This design comes from an exercise in tuning for a short achievable clock period on the open sky130 flow, not from production work.
The RTL was checked by simulation tests, not by an equivalence proof against the original design.

$ cat constraint.sdc
create_clock -name core_clock -period 18.0 [get_ports {clk}]
set_input_delay 3.6000 -clock core_clock [delete_from_list [all_inputs] [get_ports {clk}]]
set_output_delay 3.6000 -clock core_clock [all_outputs]
set_load 0.01 [all_outputs]
$ cat run.sh
#!/bin/bash
# synth_recipe.tcl (not shown) runs the flow's synth.tcl, then flattens the netlist and writes it again
# the make line also repeats each setting of config.mk as NAME=value (left out here)
make -C /OpenROAD-flow-scripts/flow DESIGN_CONFIG=/design/flow/config.mk WORK_HOME=/design/flow/orfs CLKGATE_MAP_FILE= SYNTH_SCRIPT=/design/flow/synth_recipe.tcl finish
$ cat config.mk
export PLATFORM = sky130hd
export DESIGN_NAME = float_core_top
export DESIGN_NICKNAME = float_core_top
export VERILOG_FILES = /design/flow/design.v
export SDC_FILE = /design/flow/constraint.sdc
export NUM_CORES = 4
export LEC_CHECK = 0
export CAP_MARGIN = 20
export CORE_MARGIN = 2
export CORE_UTILIZATION = 40
export SLEW_MARGIN = 20
$ cat design.v
package core_pkg;
  typedef logic [31:0] word_t;       
  typedef logic [4:0]  addr_t;       
  typedef logic [2:0]  reg_idx_t;    
  typedef logic [3:0]  opcode_t;     
  typedef logic [1:0]  port_sel_t;   
  localparam int PROG_DEPTH = 32;
  localparam int NUM_REGS   = 8;
  localparam int OP_MSB = 31;
  localparam int RS_MSB = 27;
  localparam int RA_MSB = 24;
  localparam int RB_MSB = 21;
  localparam opcode_t OP_NOP_ADD = 4'b0000;   
  localparam opcode_t OP_NOP_SUB = 4'b0001;   
  localparam opcode_t OP_FMUL    = 4'b0010;
  localparam opcode_t OP_AND     = 4'b0011;
  localparam opcode_t OP_OR      = 4'b0100;
  localparam opcode_t OP_XOR     = 4'b0101;
  localparam opcode_t OP_GT      = 4'b0110;
  localparam opcode_t OP_LT      = 4'b0111;
  localparam opcode_t OP_PASS    = 4'b1001;
  localparam int EXP_W    = 8;
  localparam int MAN_W    = 23;
  localparam int EXP_BIAS = 127;
endpackage
module pc_sequencer (
  input  logic            clk,
  input  logic            reset,
  input  logic            run,
  input  logic            prog_we,
  output core_pkg::addr_t pc
);
  logic step;
  assign step = run | prog_we;   
  always_ff @(posedge clk or posedge reset)
  begin
    if (reset)
    begin
      pc <= '0;
    end
    else if (step)
    begin
      if (pc == core_pkg::addr_t'(core_pkg::PROG_DEPTH - 1))
        pc <= '0;   
      else
        pc <= pc + 5'd1;
    end
  end
endmodule
module program_mem (
  input  logic            clk,
  input  logic            reset,
  input  logic            prog_we,
  input  core_pkg::word_t prog_data,
  input  core_pkg::addr_t pc,
  output core_pkg::word_t instr
);
  core_pkg::word_t mem [core_pkg::PROG_DEPTH];
  core_pkg::addr_t rd_addr;
  always_ff @(posedge clk)
  begin
    if (prog_we)
      mem[pc] <= prog_data;
  end
  always_ff @(posedge clk or posedge reset)
  begin
    if (reset)
      rd_addr <= '0;
    else
      rd_addr <= pc;   
  end
  assign instr = mem[rd_addr];
endmodule
module instr_decode (
  input  logic               clk,
  input  logic               reset,
  input  core_pkg::word_t    instr,
  output core_pkg::opcode_t  op,
  output core_pkg::reg_idx_t rs,
  output core_pkg::reg_idx_t ra,
  output core_pkg::reg_idx_t rb,
  output logic               wr_en
);
  core_pkg::word_t ir;
  always_ff @(posedge clk or posedge reset)
  begin
    if (reset)
      ir <= '0;   
    else
      ir <= instr;
  end
  assign op = ir[core_pkg::OP_MSB -: 4];
  assign rs = ir[core_pkg::RS_MSB -: 3];
  assign ra = ir[core_pkg::RA_MSB -: 3];
  assign rb = ir[core_pkg::RB_MSB -: 3];
  always_comb
  begin
    case (op)
      core_pkg::OP_NOP_ADD,
      core_pkg::OP_NOP_SUB: wr_en = 1'b0;   
      core_pkg::OP_FMUL,
      core_pkg::OP_AND,
      core_pkg::OP_OR,
      core_pkg::OP_XOR,
      core_pkg::OP_GT,
      core_pkg::OP_LT,
      core_pkg::OP_PASS:    wr_en = 1'b1;
      default:              wr_en = 1'b0;
    endcase
  end
endmodule
module fp_multiply (
  input  core_pkg::word_t a,
  input  core_pkg::word_t b,
  output core_pkg::word_t product
);
  localparam int EW = core_pkg::EXP_W;
  localparam int MW = core_pkg::MAN_W;
  localparam int SW = MW + 1;   
  logic            sign;
  logic [EW-1:0]   exp_a;
  logic [EW-1:0]   exp_b;
  logic            exception;
  logic            zero_in;
  logic [SW-1:0]   sig_a;
  logic [SW-1:0]   sig_b;
  logic [2*SW-1:0] raw;
  logic            normalised;
  logic [2*SW-1:0] norm;
  logic            sticky;
  logic            round_up;
  logic            carry;
  logic [MW-1:0]   mantissa;
  logic [EW+1:0]   exponent;
  logic            overflow;
  logic            underflow;
  assign sign      = a[EW+MW] ^ b[EW+MW];
  assign exp_a     = a[MW +: EW];
  assign exp_b     = b[MW +: EW];
  assign exception = (&exp_a) | (&exp_b);   
  assign zero_in   = ~(|exp_a) | ~(|exp_b);   
  assign sig_a = {1'b1, a[MW-1:0]};   
  assign sig_b = {1'b1, b[MW-1:0]};
  assign raw   = {{SW{1'b0}}, sig_a} * {{SW{1'b0}}, sig_b};
  assign normalised = raw[2*SW-1];
  assign norm       = normalised ? raw : raw << 1;
  assign sticky     = |norm[MW-1:0];
  assign round_up   = norm[MW] & sticky;   
  assign {carry, mantissa} = {1'b0, norm[2*SW-2 -: MW]} + (MW+1)'(round_up);
  assign exponent  = {2'b0, exp_a} + {2'b0, exp_b} - (EW+2)'(core_pkg::EXP_BIAS)
                     + (EW+2)'(normalised) + (EW+2)'(carry);
  assign overflow  = ~exponent[EW+1] & (exponent[EW:0] >= (EW+1)'(255));
  assign underflow = exponent[EW+1] | (exponent == '0);
  always_comb
  begin
    if (exception)
      product = '0;
    else if (zero_in)
      product = {sign, {(EW+MW){1'b0}}};   
    else if (overflow)
      product = {sign, {EW{1'b1}}, {MW{1'b0}}};   
    else if (underflow)
      product = {sign, {(EW+MW){1'b0}}};
    else
      product = {sign, exponent[EW-1:0], mantissa};
  end
endmodule
module alu (
  input  core_pkg::word_t   a,
  input  core_pkg::word_t   b,
  input  core_pkg::opcode_t op,
  output core_pkg::word_t   alu_result
);
  core_pkg::word_t fmul_out;
  fp_multiply u_fp_multiply (
    .a       (a),
    .b       (b),
    .product (fmul_out)
  );
  always_comb
  begin
    case (op)
      core_pkg::OP_FMUL:
        alu_result = fmul_out;
      core_pkg::OP_AND:
        alu_result = a & b;
      core_pkg::OP_OR:
        alu_result = a | b;
      core_pkg::OP_XOR:
        alu_result = a ^ b;
      core_pkg::OP_GT:
        alu_result = (a > b) ? 32'd1 : 32'd0;   
      core_pkg::OP_LT:
        alu_result = (a < b) ? 32'd1 : 32'd0;
      core_pkg::OP_PASS:
        alu_result = a;
      default:
        alu_result = '0;
    endcase
  end
endmodule
module reg_bank (
  input  logic                 clk,
  input  logic                 reset,
  input  logic                 wr_en,
  input  core_pkg::reg_idx_t   rs,
  input  core_pkg::reg_idx_t   ra,
  input  core_pkg::reg_idx_t   rb,
  input  core_pkg::word_t      alu_result,
  input  core_pkg::port_sel_t  p_sel,
  input  core_pkg::word_t      P0,
  input  core_pkg::word_t      P1,
  output core_pkg::word_t      operand_a,
  output core_pkg::word_t      operand_b,
  output core_pkg::word_t      P0_out,
  output core_pkg::word_t      P1_out
);
  core_pkg::word_t regs [core_pkg::NUM_REGS];
  core_pkg::word_t wr_data;
  always_comb
  begin
    case (rs)
      3'd0:
        wr_data = p_sel[0] ? alu_result : P0;
      3'd1:
        wr_data = p_sel[1] ? alu_result : P1;
      default:
        wr_data = alu_result;
    endcase
  end
  always_ff @(posedge clk or posedge reset)
  begin
    if (reset)
    begin
      for (int i = 0; i < core_pkg::NUM_REGS; i++)
        regs[i] <= '0;
    end
    else if (wr_en)
    begin
      regs[rs] <= wr_data;
    end
  end
  assign operand_a = regs[ra];   
  assign operand_b = regs[rb];
  assign P0_out = regs[0];
  assign P1_out = regs[1];
endmodule
module float_core_top (
  input  logic                clk,
  input  logic                reset,
  input  logic                run,
  input  logic                prog_we,
  input  core_pkg::word_t     prog_data,
  input  core_pkg::port_sel_t p_sel,
  input  core_pkg::word_t     P0,
  input  core_pkg::word_t     P1,
  output core_pkg::word_t     P0_out,
  output core_pkg::word_t     P1_out,
  output core_pkg::word_t     result,
  output logic                result_valid
);
  core_pkg::addr_t    pc;
  core_pkg::word_t    instr;
  core_pkg::opcode_t  op;
  core_pkg::reg_idx_t rs;
  core_pkg::reg_idx_t ra;
  core_pkg::reg_idx_t rb;
  core_pkg::word_t    operand_a;
  core_pkg::word_t    operand_b;
  pc_sequencer u_pc_sequencer (
    .clk     (clk),
    .reset   (reset),
    .run     (run),
    .prog_we (prog_we),
    .pc      (pc)
  );
  program_mem u_program_mem (
    .clk       (clk),
    .reset     (reset),
    .prog_we   (prog_we),
    .prog_data (prog_data),
    .pc        (pc),
    .instr     (instr)
  );
  instr_decode u_instr_decode (
    .clk   (clk),
    .reset (reset),
    .instr (instr),
    .op    (op),
    .rs    (rs),
    .ra    (ra),
    .rb    (rb),
    .wr_en (result_valid)
  );
  alu u_alu (
    .a          (operand_a),
    .b          (operand_b),
    .op         (op),
    .alu_result (result)
  );
  reg_bank u_reg_bank (
    .clk        (clk),
    .reset      (reset),
    .wr_en      (result_valid),
    .rs         (rs),
    .ra         (ra),
    .rb         (rb),
    .alu_result (result),
    .p_sel      (p_sel),
    .P0         (P0),
    .P1         (P1),
    .operand_a  (operand_a),
    .operand_b  (operand_b),
    .P0_out     (P0_out),
    .P1_out     (P1_out)
  );
endmodule
==> out/metrics.yaml <==
finalSetupTns_ns: 0
hpwl_microns: 135000
chipWidth_microns: 370
fp.coreArea_sq_mm: 0.133
place_congestion: 1.01
slowest_delay_ns: 0.58
skew_ns: 0.0536
clkSinkCount: 695
fmax_ghz: 0.0570
initial_core_util: 0.402
async_flop_share: 0.401
finalCoreUtilization: 0.464
finalSetupViolations: 0
drv_cap: 0
regToRegEndpoint: "u_reg_bank.regs[5][10]"
io_buffers: 179
yosys_warnings: 7
synthTopCellsByCount: "nand2_1, inv_1, fa_1"
area_growth_pct: 15.5
drtPass1Iterations: 6
syn_nets: 5937
clk_pin_slew_worst_paths_ns: 0.06
grtUsageTotal: 0.263
die_area_sq_mm: 0.137
cts_buffer_depth: 3
crit-reg2reg-launch: "u_instr_decode.ir[23]"
crit_fanout: 13
fp.dieH_microns: 370
synth_area_sq_mm: 0.0536
first_iter_violations: 4184
h-tree-depth: 3
start_kind: "flop"
synth_seq_area_share: 0.363
relSlewSlack: 0.242
avgViaCountPerCell: 5.68
whs_path_depth: 0
rsz0062_at_grt: "true"
holdCritStartpoint: "u_pc_sequencer.pc[0]"
slew_viol_final: 0
clk_latency_ns: 0.67
cts_tree: "yes"
cp.required_ns: 14.40
syn_inst: 5068
dp_slack_ns: 0.0703
synth_edf_count: 416
drive_above_1_share: 0.146
crit_path_top_delay_cell: "dfrtp_4"
cts_buffers: 71
placementRows: 134
setup.worst_path.start: "u_instr_decode.ir[23]"
cts_root_buf: "clkbuf_16"
end_kind: "primary output"
synthTopCellsByArea: "edfxtp_1, fa_1, dfrtp_1, mux4_2, ha_1"
ioPinCount: 199
vias: 40600
avgRoutedWirePerCell_microns: 25.3
hold_path_class: "reg -> reg"
final_antenna_net_count: 0
yosys_register_bits: 695
status: "finished clean"
hold_viol_final: 0
ys_types: 90
routed_wl_microns: 181000
fin_crit_sh: 0.975
synth_top_area_share: 0.233
worst_pin_slew_ns: 1.14
ff2ff_setup_slack_ns: 3.88
grt_overflow_total: 0
grt_pass1_vias: 40600
nets: 6202
yosysTopAreaCell: "edfxtp_1"
drc: 0
arrival_ns: 13.94
critPathCapture: "result[7]"
grt_max_degree: 86
period_minus_slack_ns: 17.54
worst_hold_slack_ns: 0.487
fin_ws_ns: 0.457
avgSynthCellArea_sq_um: 10.6
worst-setup-path-type: "reg -> out"
grt_pass1_wl_microns: 267000
synth.most_common_cell: "nand2_1"
antenna_found_initial: 15
worst-r2r-cell-count: 54
ys.flop_type: "edfxtp_1"
ctsHoldBuffers: 0
[stage by stage]
step,cells,cell area [sq um]
after floorplan,5068,53600
after global placement,6986,58800
after detailed placement,6986,58800
after CTS,7120,61300
after global routing,7151,61900
final,7152,61900
[sequential cells by signal (all words and copies together) (netlist names)]
register               cells
u_program_mem.mem        416
u_reg_bank.regs          256
u_program_mem.rd_addr      5
u_pc_sequencer.pc          5
u_instr_decode.ir         13
[final cells by class]
type | instances | area [sq um]
Inverter | 681 | 2590
Tap cell | 1768 | 2210
Clock buffer | 90 | 1880
Clock inverter | 33 | 428
Antenna cell | 1 | 2.50
Sequential cell | 695 | 19500
Fill cell | 12400 | 71400
Multi-Input combinational cell | 3406 | 30900
Timing Repair Buffer | 478 | 4340
[cell usage in the layout (no fill, tap or decap), types with 21 or more instances in the layout]
cell type	count
nor2b_1	26
o21ai_0	248
clkdlybuf4s50_1	153
mux4_2	179
fa_1	484
nor2_2	27
a21o_1	21
nand4_1	23
nor3_1	35
dfrtp_1	270
a31oi_1	29
nand2b_1	34
clkbuf_16	76
a21oi_1	179
o21ai_1	68
nor4_1	27
edfxtp_1	416
mux2_2	31
o22ai_1	32
a22oi_1	60
nor2_1	360
nand2_1	722
mux2i_1	73
buf_4	270
xnor2_1	45
inv_1	665
a221oi_1	31
ha_1	281
nand3_1	37
[logic make-up (layout without fill, tap and decap cells)]
family / count (synthesis) / in the layout / share of synthesized area
xor gates and xnor gates: 60 / 60 / 0.00980
and+or+nand+nor: 1412 / 1412 / 0.113
muxes: 285 / 285 / 0.0957
DFF: 695 / 695 / 0.363
other: 0 / 1 / 0
AOI/OAI and AO/OA: 882 / 882 / 0.104
buffers and inverters: 967 / 1282 / 0.0681
adders and majority gates: 767 / 767 / 0.247
[worst max-delay path: cells and delay by family (launching register included)]
kind | cells | cell delay (ns)
simple gates | 12 | 2.24
flops | 1 | 0.58
compound gates | 15 | 3.55
mux | 1 | 0.14
buf+inv | 17 | 1.92
fa+ha+maj | 11 | 4.82
[per-layer routing]
metal | vias up | part of all wire | track usage
met4 | 14 | 0.049 | 0.103
met5 | - | 0.00049 | 0
met2 | 1759 | 0.46 | 0.424
met3 | 340 | 0.086 | 0.0497
met1 | 20700 | 0.40 | 0.351
li1 | 17800 | - | -
[worst min path at each step]
stage,endpoint
floorplan,u_program_mem.rd_addr[4]
global placement,u_reg_bank.regs[4][24]
detailed placement,u_program_mem.rd_addr[0]
CTS,u_program_mem.rd_addr[0]
global route,u_program_mem.rd_addr[0]
finish,u_program_mem.rd_addr[0]
[repair_timing]
item | 4_1_cts | 5_1_grt
setup endpoints to repair | 25 | 26
hold endpoints to repair | 0 | 0
setup buffers | 11 | 25
pin swaps | 5 | 18
cloned | 0 | 5
resized for setup | 22 | 80

[re-timing with driven ports]
In the flow no input, the clock included, has a driving cell. The finished layout below was timed again as built, in two steps.
Step 1 (the two cells are an assumption about what drives the block):
set clk [get_ports {clk}]
set_driving_cell -lib_cell sky130_fd_sc_hd__clkbuf_16 $clk
set_driving_cell -lib_cell sky130_fd_sc_hd__buf_2 [delete_from_list [all_inputs] $clk]
Step 2 times the ports against the registers' clock, not the clock port: input delays grow and output delays shrink by t, the midpoint of the rising clock arrivals with the driver on.
a / b / c = ideal ports / drivers / drivers and shift; a / b = the first two.
t (ns): 0.722
setup WS [ns]: 0.457 / 0.380 / 1.102
latest minus earliest clock arrival (ns): 0.066 / 0.066
pins driven straight from the clock port: 1
After both steps setup and hold are still met in this run. For this run, drivers alone change the setup slack by -0.077 ns; drivers and shift together by +0.645 ns.
